Source: an optimization exercise on an open RTL-to-GDS flow (aim: small area, a short achievable clock period and few clock cycles per item). Production flows keep margins and buffers that such runs may drop. No run shown here included a check of the RTL's function; only the layout flow was run. Power and IR drop assume default switching activity.

==> flow/design.v (outline; a module is shown in full before it is edited, if it fits) <==
// module prefix_gcell: 12 lines
// module prefix_pcell: 11 lines
// module prefix_xcell: 7 lines
// module prefix_pgcell: 10 lines
// module prefix_pg0cell: 11 lines
// module prefix_sumcell: 9 lines
// module prefix_slice_adder: 3866 lines
// module prefix_add_unit: 59 lines
module prefix_add_unit (
  input  logic         clk_i,
  input  logic         rst_i,
  input  logic         flush_i,
  input  logic         req_valid_i,
  output logic         req_ready_o,
  input  logic [255:0] req_a_i,
  input  logic [255:0] req_b_i,
  input  logic         req_sub_i,
  input  logic         req_cin_i,
  output logic         resp_valid_o,
  input  logic         resp_ready_i,
  output logic [255:0] resp_sum_o,
  output logic         resp_cout_o,
  output logic         resp_ovf_o,
  output logic         busy_o
);
  // ...
==> flow/flow/run.sh <==
#!/bin/bash
# Standard ORFS layout, except that the port buffers are the smallest
# buffer cell (buf_1) instead of the cell buffer_ports picks by default.
set -e
echo 'export BUFFER_PORTS_ARGS = -buffer_cell sky130_fd_sc_hd__buf_1' >> "$FLOW_CONFIG"
echo "export ABC_LOAD_IN_FF = 1" >> "$FLOW_CONFIG"
bash standard.sh > standard.log 2>&1
==> flow/standard.sh <==
#!/bin/bash
# synth_recipe.tcl (not shown) runs the flow's synth.tcl, then flattens the netlist and writes it again
# the make line also repeats each setting of config.mk as NAME=value (left out here)
make -C /OpenROAD-flow-scripts/flow DESIGN_CONFIG=/design/flow/config.mk WORK_HOME=/design/flow/orfs CLKGATE_MAP_FILE= SYNTH_SCRIPT=/design/flow/synth_recipe.tcl "${@:-finish}"
==> flow/config.mk <==
export PLATFORM = sky130hd
export DESIGN_NAME = prefix_add_unit
export DESIGN_NICKNAME = prefix_add_unit
export VERILOG_FILES = /design/flow/design.v
export SDC_FILE = /design/flow/constraint.sdc
export NUM_CORES = 4
export LEC_CHECK = 0
export CAP_MARGIN = 20
export CORE_MARGIN = 2
export CORE_UTILIZATION = 30
export SLEW_MARGIN = 20
export SYNTH_HIERARCHICAL = 1
export SYNTH_MINIMUM_KEEP_SIZE = 0
export BUFFER_PORTS_ARGS = -buffer_cell sky130_fd_sc_hd__buf_1
export ABC_LOAD_IN_FF = 1
==> flow/constraint.sdc <==
create_clock -name core_clock -period 5.5 [get_ports {clk_i}]
set_input_delay 1.1000 -clock core_clock [delete_from_list [all_inputs] [get_ports {clk_i}]]
set_output_delay 1.1000 -clock core_clock [all_outputs]
set_load 0.01 [all_outputs]
==> impl_results.md, run 1 <==
- Status: complete, no violations
- DRT iter0 DRCs: 2088
- Count of input and output buffers: 779
- DR top layer: met4
- Global route hottest layer: met2
- Register area: 7770 um^2
- Die height: 297 um
- LEAKAGE: 10.5 nW
- Synthesized area: 25800 um^2
- Design area: 32100 um^2
- Max stage delay on crit path: 690 ps
- Synth top area share: 0.300
- H-tree levels: 2
- Post-DP Area: 30900 um^2
- Fill cells: 9186
- Maximum vdd drop: 0.183 mV
- Sequential-to-total area share from yosys stat: 0.301
- Layout clock area frac: 0.0366
- Clock Power: 2.41 mW
- Resize count post-CTS: 0
- RSZ-0062 raised after global routing: false
- Initial antenna violation count: 5
- Met2 wire length: 61900 um
- GPL Wtd Cong: 1.03
- Rows: 107
- Flip-flop count of the largest register after layout: 256
- Hold path cells: 2
- Post-synthesis simple-gate area fraction: 0.151
- Finished Layout Cells: 5290
- Xor/xnor share of the synthesized area: 0.261
- Cells along the critical path: clkbuf_4, buf_12, buf_4, xnor2_1, o21ai_1, a21oi_2, o21ai_1, a21oi_2, o21ai_1, a21oi_2, a21boi_1, inv_1, a21o_1, a21boi_1, xor2_1
- # clock sinks: 259
- Total Power Consumption: 10.1 mW
- HP Start: valid_q$_SDFFE_PP0P_
- Clk root buf: clkbuf_16
- Die span in x: 297 um
- Tmin final: 4580 ps
==> run 2, diff against run 1 <==
==> flow/flow/run.sh (replaced) <==
#!/bin/bash
# Standard ORFS layout, except that the port buffers are the smallest
# buffer cell (buf_1) instead of the cell buffer_ports picks by default.
set -e
echo 'export BUFFER_PORTS_ARGS = -buffer_cell sky130_fd_sc_hd__buf_1' >> "$FLOW_CONFIG"
bash standard.sh > standard.log 2>&1
--- a/flow/config.mk
+++ b/flow/config.mk
@@ -12,4 +12,3 @@
 export SYNTH_HIERARCHICAL = 1
 export SYNTH_MINIMUM_KEEP_SIZE = 0
 export BUFFER_PORTS_ARGS = -buffer_cell sky130_fd_sc_hd__buf_1
-export ABC_LOAD_IN_FF = 1
==> run 2 against run 1 <==
Against the previous run:
- critical path depth unchanged
- sequential share of layout area unchanged
- clock skew unchanged
- critical endpoint unchanged
- largest cell class unchanged
- largest power group unchanged
==> impl_results.md, run 2 <==
- Status: complete, no violations (unchanged)
- Cells along the critical path: clkbuf_4, buf_12, buf_4, xnor2_1, o21ai_1, a21oi_2, o21ai_1, a21oi_2, o21ai_1, a21oi_2, a21boi_1, inv_1, a21o_1, a21boi_1, xor2_1 (unchanged)
- Max transition margin: 0.366 (unchanged)
- Most used DFF post-synth: edfxtp_1 (unchanged)
- DR top layer: met4 (unchanged)
- Worst reg2reg path startpoint: valid_q$_SDFFE_PP0P_ (unchanged)
- Synth Area per Inst: 8.03 um^2 (unchanged)
- Startpoint types: primary input (unchanged)
- R2R cell count: 3 (unchanged)
- Post-synth top cells: 597 x nand2_1, 512 x o21ai_1, 429 x nor2_1, 385 x a21oi_2, 385 x xor2_1 (unchanged)
- Hold path cells: 2 (unchanged)
- Top-count cell post-synth: nand2_1 (unchanged)
- CTS Buf Count: 37 (unchanged)
- Design area: 32100 um^2 (unchanged)
- GPL Wtd Cong: 1.03 (unchanged)
- Max stage delay on crit path: 690 ps (about the same)
- Share of cells above drive strength 1: 0.128 (unchanged)
- Die height: 297 um (unchanged)
- Largest net degree at the start of global routing: 124 (unchanged)
- Synth top area share: 0.300 (unchanged)
- Crit path capture type: flip-flop (unchanged)
- HP Class: flip-flop to flip-flop (unchanged)
- Final Skew: 15.9 ps (unchanged)
- # setup viols final: 0 (unchanged)
- Clk slew on worst S/H paths: 50 ps (about the same)
- Pins over their slew limit: 0 (unchanged)
- WL met3: 7650 um (unchanged)
- DRT iter0 DRCs: 2088 (unchanged)
- DRT antenna net count: 0 (unchanged)
- Internal power: 5.68 mW (unchanged)
- Core Area: 85100 um^2 (unchanged)
- Fin worst setup slack: 917 ps (unchanged)
- Met2 wire length: 61900 um (unchanged)
- Count of input and output buffers: 779 (unchanged)
- Register-to-register path setup slack: 3500 ps (about the same)
- PwrDens: 315 nW/um^2 (unchanged)
- Placed insts: 5223 (unchanged)
- Rows: 107 (unchanged)
- Finished Layout Cells: 5290 (unchanged)
- DRT met1 WL: 55700 um (unchanged)
- Comb power frac: 0.492 (about the same)
- FFs w/ async S/R, synth: 0 (unchanged)
- LEAKAGE: 10.5 nW (unchanged)
- Sw Ratio: 0.438 (unchanged)
- Top cell type by total area after synthesis: edfxtp_1 (unchanged)
- Post-DP Area: 30900 um^2 (unchanged)
- Crit path arrival time: 4860 ps (about the same)
- Drt via density: 5.14 (unchanged)
- Placement Setup Slack: 488 ps (unchanged)
- Area grow syn2layout: 24.3% (unchanged)
- Final period utilization: 0.833 (unchanged)
- Hold Path Sink: valid_q$_SDFFE_PP0P_ (unchanged)
- Slew @ Worst Pin: 951 ps (unchanged)
- GRT Resource Usage Total: 0.280 (unchanged)
- Syn_nets: 3732 (unchanged)
- Fin nets: 4637 (unchanged)
- Most common cell after layout, fill and taps aside: buf_1 (unchanged)
- Postcts setup bufs: 0 (unchanged)
- Seq pwr share: 0.269 (about the same)
- DIE AREA: 88300 um^2 (unchanged)
- Hold Vio Cnt, Final: 0 (unchanged)
- YS warnings: 7 (unchanged)
- HP Start: valid_q$_SDFFE_PP0P_ (unchanged)
- Largest cells by area after synthesis: edfxtp_1 30%, a21oi_2 13%, xor2_1 13% (unchanged)
- First-pass GRT wire length: 181000 um (unchanged)
- CP max stage cell: a21boi_1 (unchanged)
- Fmax: 218 MHz (unchanged)
- Synthesized instance count: 3213 (unchanged)
- Critical path class: primary input to flip-flop (unchanged)
- 1st-pass router iterations: 7 (unchanged)
- Average wire per standard cell: 24.5 um (unchanged)
- Max cap viols: 0 (unchanged)
- Clk root buf: clkbuf_16 (unchanged)
- CTS tree: done (unchanged)
- Initial antenna violation count: 5 (unchanged)
- Total Power Consumption: 10.1 mW (unchanged)
- Most frequent cells in the layout: 778 x buf_1, 597 x nand2_1, 512 x o21ai_1 (unchanged)
- Peak fanout along the critical path: 27 (unchanged)
- Maximum vdd drop: 0.183 mV (unchanged)
- DRC: 0 (unchanged)
- Flip-flop count of the largest register after layout: 256 (unchanged)
- Post-cts hold buffer count: 0 (unchanged)
- EDFF count, synth: 258 (unchanged)
- Switch Pwr: 4.43 mW (unchanged)
- RSZ-0062 raised after global routing: false (unchanged)
- Hpwl dp: 114000 um (unchanged)
- R2r endpoint: sum_q[187]$_DFFE_PP_ (unchanged)
- Worst endpoint required time: 5780 ps (about the same)
- Vias in the first global route: 26500 (unchanged)
- Number of synthesized register bits: 259 (unchanged)
- Reg with most FFs: sum_q (unchanged)
- Resize count post-CTS: 0 (unchanged)
- Vias: 27200 (unchanged)
- Total grt overflow: 0 (unchanged)
- # clock sinks: 259 (unchanged)
- Post-synth cell types: 18 (unchanged)
- Utilization after layout: 0.377 (unchanged)
- Initial Utilization: 0.303 (unchanged)
- I/O pin count: 780 (unchanged)
- Clock Tree Buf Depth: 3 (unchanged)
- Final WL: 130000 um (unchanged)
- Sequential-to-total area share from yosys stat: 0.301 (unchanged)
- Clock Latency Late Sink: 550 ps (about the same)
- Tmin final: 4580 ps (unchanged)
- Clk pwr share: 0.239 (about the same)
- Die span in x: 297 um (unchanged)
- Synthesized area: 25800 um^2 (unchanged)
- Fill cells: 9186 (unchanged)
- H-tree levels: 2 (unchanged)
## run 2: cell type report
cell class / instances / area (um^2) / share of cell area
sequential: 259 / 7770 / 0.242
timing repair buffer: 867 / 3650 / 0.114
inverter: 129 / 484 / 0.0151
tap: 1144 / 1430 / 0.0446
antenna: 5 / 12.5 / 0.000390
clock inverter: 18 / 193 / 0.00601
clock buffer: 44 / 982 / 0.0306
multi-input combinational: 2824 / 17500 / 0.547
## run 2: worst max path at each step
stage	start	end	slack, ps
final	req_sub_i	sum_q[207]$_DFFE_PP_	920
after global routing	req_sub_i	sum_q[211]$_DFFE_PP_	800
after CTS	req_sub_i	sum_q[207]$_DFFE_PP_	1070
after detailed placement	req_sub_i	sum_q[207]$_DFFE_PP_	490
after global placement	req_sub_i	sum_q[207]$_DFFE_PP_	460
after floorplan	req_valid_i	cout_q$_DFFE_PP_	-2570
## run 2: per-stage QoR
stage               setup TNS [ps]  hold WS (ps)
global placement                 0           665
CTS                              0           661
detailed placement               0           653
floorplan                  -663430           671
global route                     0           691
finish                           0           658
## run 2: critical path, delay by kind of cell
kind / cells / cell delay (ps)
buf+inv: 4 / 830
compound gates: 9 / 2450
xor+xnor: 2 / 450
## run 2: per-module statistics from Yosys, one instance, submodules excluded, a selection
module | flops+latches | times used | cells inside
prefix_add_unit | 259 | 1 | 267
prefix_pg0cell | 0 | 1 | 2
prefix_pgcell | 0 | 255 | 2
prefix_xcell | 0 | 256 | 1
## run 2: routing by layer
metal  GRT usage  up-vias
li1            -    12800
met1       0.361    13100
met2       0.479     1098
met3      0.0406      177
met4      0.0907        0
met5           0        -
## run 2: cell families after synthesis
| kind of cell | after synthesis | synth area share |
|---|---|---|
| compound gates | 1025 | 0.267 |
| xor+xnor | 769 | 0.261 |
| buf+inv | 130 | 0.0191 |
| flops | 259 | 0.301 |
| mux | 1 | 0.000388 |
| simple gates | 1029 | 0.151 |
## run 2: power by group through the flow
stage                     Sequential, mW  Clock, mW  Combinational [mW]
after floorplan                     2.87          0                2.85
after global placement              2.76          0                4.88
after detailed placement            2.76          0                4.91
after CTS                           2.72       2.49                4.93
after global routing                2.74       2.54                5.30
final                               2.72       2.41                4.97
==> run 3, diff against run 2 <==
--- a/flow/config.mk
+++ b/flow/config.mk
@@ -8,6 +8,7 @@
 export CAP_MARGIN = 20
 export CORE_MARGIN = 2
 export CORE_UTILIZATION = 30
+export SETUP_SLACK_MARGIN = 1.5
 export SLEW_MARGIN = 20
 export SYNTH_HIERARCHICAL = 1
 export SYNTH_MINIMUM_KEEP_SIZE = 0
==> run 3 against run 2 <==
Against the previous run:
- largest power group unchanged
- fmax is 14% higher
- total power is 0.53% higher
- via count is 0.22% lower
- largest cell class unchanged
- critical path type unchanged
- global-route usage is 0.29 points lower
- first-iteration DRC count is 1.8% lower
- final cell count hardly changed
- critical path depth is 1 lower
- critical endpoint is now sum_q[243]$_DFFE_PP_
==> impl_results.md, run 3 <==
- Vias: 27100 (was 27200)
- Design area: 33400 um^2 (was 32100 um^2)
- H-tree levels: 2 (unchanged)
- Most common cell after layout, fill and taps aside: buf_1 (unchanged)
- RSZ-0062 raised after global routing: true (was false)
- DRT iter0 DRCs: 2050 (was 2088)
- Drt via density: 5.13 (was 5.14)
- YS warnings: 7 (unchanged)
- I/O pin count: 780 (unchanged)
- HP Class: flip-flop to flip-flop (unchanged)
- Internal power: 5.66 mW (was 5.68 mW)
- Sw Ratio: 0.443 (was 0.438)
- HP Start: valid_q$_SDFFE_PP0P_ (unchanged)
- PwrDens: 304 nW/um^2 (was 315 nW/um^2)
- Crit path capture type: flip-flop (unchanged)
- CP max stage cell: nor2_1 (was a21boi_1)
- Max cap viols: 0 (unchanged)
- CTS tree: done (unchanged)
- Comb power frac: 0.509 (was 0.492)
- Vias in the first global route: 26500 (about the same)
- Cells along the critical path: clkbuf_16, buf_12, buf_4, xnor2_1, nor2_1, nand2_1, nor2_1, nand2_1, nor2_1, nand2_1, o21ai_1, a21o_1, a21boi_1, xor2_1 (was clkbuf_4, buf_12, buf_4, xnor2_1, o21ai_1, a21oi_2, o21ai_1, a21oi_2, o21ai_1, a21oi_2, a21boi_1, inv_1, a21o_1, a21boi_1, xor2_1)
- Critical path class: primary input to flip-flop (unchanged)
- Sequential-to-total area share from yosys stat: 0.301 (unchanged)
- Seq pwr share: 0.267 (was 0.269)
- Fill cells: 9076 (was 9186)
- Share of cells above drive strength 1: 0.184 (was 0.128)
- Top cell type by total area after synthesis: edfxtp_1 (unchanged)
- Clock Tree Buf Depth: 3 (unchanged)
- DRT antenna net count: 0 (unchanged)
- Clk slew on worst S/H paths: 60 ps (was 50 ps)
- Fin nets: 4635 (was 4637)
- 1st-pass router iterations: 5 (was 7)
- Clk pwr share: 0.223 (was 0.239)
- Hold Vio Cnt, Final: 0 (unchanged)
- Hold Path Sink: valid_q$_SDFFE_PP0P_ (unchanged)
- Synthesized area: 25800 um^2 (unchanged)
- Hpwl dp: 113000 um (was 114000 um)
- Average wire per standard cell: 24.4 um (was 24.5 um)
- Synthesized instance count: 3213 (unchanged)
- Post-synth top cells: 597 x nand2_1, 512 x o21ai_1, 429 x nor2_1, 385 x a21oi_2, 385 x xor2_1 (unchanged)
- Core Area: 85100 um^2 (unchanged)
- Multi-input logic area: 18900 um^2 (was 17500 um^2)
- CTS Buf Count: 36 (was 37)
- Startpoint types: primary input (unchanged)
- Area grow syn2layout: 29.4% (was 24.3%)
- Synth Area per Inst: 8.03 um^2 (unchanged)
- Worst reg2reg path startpoint: valid_q$_SDFFE_PP0P_ (unchanged)
- First-pass GRT wire length: 179000 um (was 181000 um)
- Peak fanout along the critical path: 20 (was 27)
- Rows: 107 (unchanged)
- Top-count cell post-synth: nand2_1 (unchanged)
- Max stage delay on crit path: 390 ps (was 690 ps)
- Register area: 7770 um^2 (unchanged)
- Clock Latency Late Sink: 560 ps (was 550 ps)
- Max transition margin: 0.333 (was 0.366)
- Tmin final: 4000 ps (was 4580 ps)
- Number of synthesized register bits: 259 (unchanged)
- Final Skew: 18.3 ps (was 15.9 ps)
- Total grt overflow: 0 (unchanged)
- Final period utilization: 0.728 (was 0.833)
- # clock sinks: 259 (unchanged)
- GPL Wtd Cong: 1.01 (was 1.03)
- Register-to-register path setup slack: 3410 ps (was 3500 ps)
- Final WL: 129000 um (was 130000 um)
- LEAKAGE: 11.1 nW (was 10.5 nW)
- GRT Resource Usage Total: 0.277 (was 0.280)
- R2R cell count: 4 (was 3)
- Die span in x: 297 um (unchanged)
- Largest net degree at the start of global routing: 132 (was 124)
- DIE AREA: 88300 um^2 (unchanged)
- Post-DP Area: 30800 um^2 (was 30900 um^2)
- Fmax: 250 MHz (was 218 MHz)
- Switch Pwr: 4.50 mW (was 4.43 mW)
- Initial Utilization: 0.303 (unchanged)
- Pins over their slew limit: 0 (unchanged)
- Post-synth cell types: 18 (unchanged)
- Status: complete, no violations (unchanged)
- Slew @ Worst Pin: 1000 ps (was 951 ps)
- Largest cells by area after synthesis: edfxtp_1 30%, a21oi_2 13%, xor2_1 13% (unchanged)
- Reg with most FFs: sum_q (unchanged)
- Hold path cells: 2 (unchanged)
- Clk root buf: clkbuf_16 (unchanged)
- FFs w/ async S/R, synth: 0 (unchanged)
- Fin Setup TNS: 0 ps (unchanged)
- Most frequent cells in the layout: 777 x buf_1, 594 x nand2_1, 471 x o21ai_1 (was 778 x buf_1, 597 x nand2_1, 512 x o21ai_1)
- Post-cts hold buffer count: 0 (unchanged)
- Maximum vdd drop: 0.184 mV (was 0.183 mV)
- EDFF count, synth: 258 (unchanged)
- Synth top area share: 0.300 (unchanged)
- DRC: 0 (unchanged)
- Count of input and output buffers: 779 (unchanged)
- Flip-flop count of the largest register after layout: 256 (unchanged)
- Worst endpoint required time: 5790 ps (was 5780 ps)
- Most used DFF post-synth: edfxtp_1 (unchanged)
- Syn_nets: 3732 (unchanged)
- Crit path arrival time: 4290 ps (was 4860 ps)
- # setup viols final: 0 (unchanged)
- R2r endpoint: sum_q[186]$_DFFE_PP_ (was sum_q[187]$_DFFE_PP_)
- Die height: 297 um (unchanged)
- Initial antenna violation count: 7 (was 5)
run 3: cell types whose count changed in the layout (fill, tap and decap cells not counted), sizes merged:
cell / delta
clkinv: +3
bufinv: -2
clkinvlp: -3
buf: -1
run 3: area by class of cell:
| class | instances | share of cell area |
|---|---|---|
| inverters | 129 | 0.0145 |
| clock inverters | 16 | 0.00394 |
| clock buffers | 44 | 0.0285 |
| repair buffers | 866 | 0.111 |
| flip-flops and latches | 259 | 0.233 |
| diodes | 5 | 0.000375 |
| well taps | 1144 | 0.0429 |
| multi-input cells | 2824 | 0.566 |
run 3: worst max-delay path by stage:
| stage | slack (ps) | cells past startpoint | startpoint | end |
|---|---|---|---|---|
| 2_1_floorplan | -2570 | 1 | req_valid_i | cout_q$_DFFE_PP_ |
| 3_3_place_gp | -7 | 14 | req_sub_i | sum_q[247]$_DFFE_PP_ |
| 3_5_place_dp | 120 | 14 | req_sub_i | sum_q[247]$_DFFE_PP_ |
| 4_1_cts | 1470 | 14 | req_sub_i | sum_q[161]$_DFFE_PP_ |
| 5_1_grt | 1420 | 15 | req_sub_i | sum_q[249]$_DFFE_PP_ |
| 6_report | 1500 | 14 | req_sub_i | sum_q[243]$_DFFE_PP_ |
run 3: critical path, delay by kind of cell:
family                    cells  cell delay [ps]
buffers and inverters         3              720
and+or+nand+nor               6             1550
AOI/OAI and AO/OA             3              510
xor gates and xnor gates      2              350
run 3: through the flow:
step | hold WS, ps | util | setup WS (ps) | std cells | power (mW)
4_1_cts | 710 | 0.378 | 1470 | 5272 | 9.99
3_3_place_gp | 677 | 0.362 | -6.98 | 5211 | 7.59
5_1_grt | 719 | 0.392 | 1420 | 5287 | 10.6
2_1_floorplan | 671 | - | -2570 | 3213 | 5.73
3_5_place_dp | 701 | 0.362 | 118 | 5211 | 7.61
6_report | 706 | 0.392 | 1500 | 5287 | 10.2
run 3: cell families (layout without fill, tap and decap cells):
kind of cell,after synthesis,count (layout),share of synthesized area
AND/OR/NAND/NOR,1029,1029,0.151
multiplexers,1,1,0.000388
buffers and inverters,130,1055,0.0191
flip-flops,259,259,0.301
other,0,5,0
AO/OA/AOI/OAI,1025,1025,0.267
XOR/XNOR,769,769,0.261
run 3: layer usage:
layer / routed length, um / part of all wire / global-route usage / vias to the layer above
met2: 62100 / 0.48 / 0.474 / 1021
met3: 7570 / 0.059 / 0.0398 / 206
met5: 24 / 0.00019 / 0 / -
li1: - / - / - / 12800
met4: 4700 / 0.036 / 0.0938 / 4
met1: 54600 / 0.42 / 0.356 / 13100
run 3: power groups by stage:
stage / Sequential [mW] / Clock [mW] / Combinational (mW)
finish: 2.72 / 2.27 / 5.17
global route: 2.73 / 2.40 / 5.51
CTS: 2.72 / 2.33 / 4.94
detailed placement: 2.76 / 0 / 4.85
global placement: 2.76 / 0 / 4.83
floorplan: 2.87 / 0 / 2.86
run 3: Yosys stat by module, one instance, submodules excluded, excerpt:
| module | cells | flops+latches |
|---|---|---|
| prefix_pgcell | 2 | 0 |
| prefix_xcell | 1 | 0 |
| prefix_add_unit | 267 | 259 |
| prefix_pg0cell | 2 | 0 |
run 3: timing repair:
action,4_1_cts,5_1_grt
pin swaps,0,7
setup buffers,1,10
resized for setup,75,201
setup endpoints to repair,171,94

re-timing with driven ports:
Ports are ideal in the flow. The routed layouts listed here were re-timed in OpenROAD.
Step 1, drivers: a clkbuf_16 drives clk_i and a buf_2 each remaining input, both assumed.
Step 2 also shifts input and output timing later by t, the mid clock arrival at the registers, as if the neighbouring blocks saw the same clock.
Three values: no drivers, after step 1, after step 2; two values: the first two.
run	t, ns	slack for setup (ns)	hold slack, ns	latest minus earliest clock arrival (ns)	worst register clock-pin slew, ns
run 1	0.616	0.917 / 0.961 / 0.345	0.658 / 0.658 / 0.658	0.026 / 0.026	0.06 / 0.06
run 2	0.616	0.917 / 0.961 / 0.345	0.658 / 0.658 / 0.658	0.026 / 0.026	0.06 / 0.06
run 3	0.613	1.495 / 1.504 / 0.891	0.706 / 0.706 / 0.706	0.025 / 0.025	0.06 / 0.06
After both steps setup and hold are still met in every run listed. The setup slack of run 3, which loses most, moves by +0.009 ns with the drivers and by -0.604 ns with both steps.
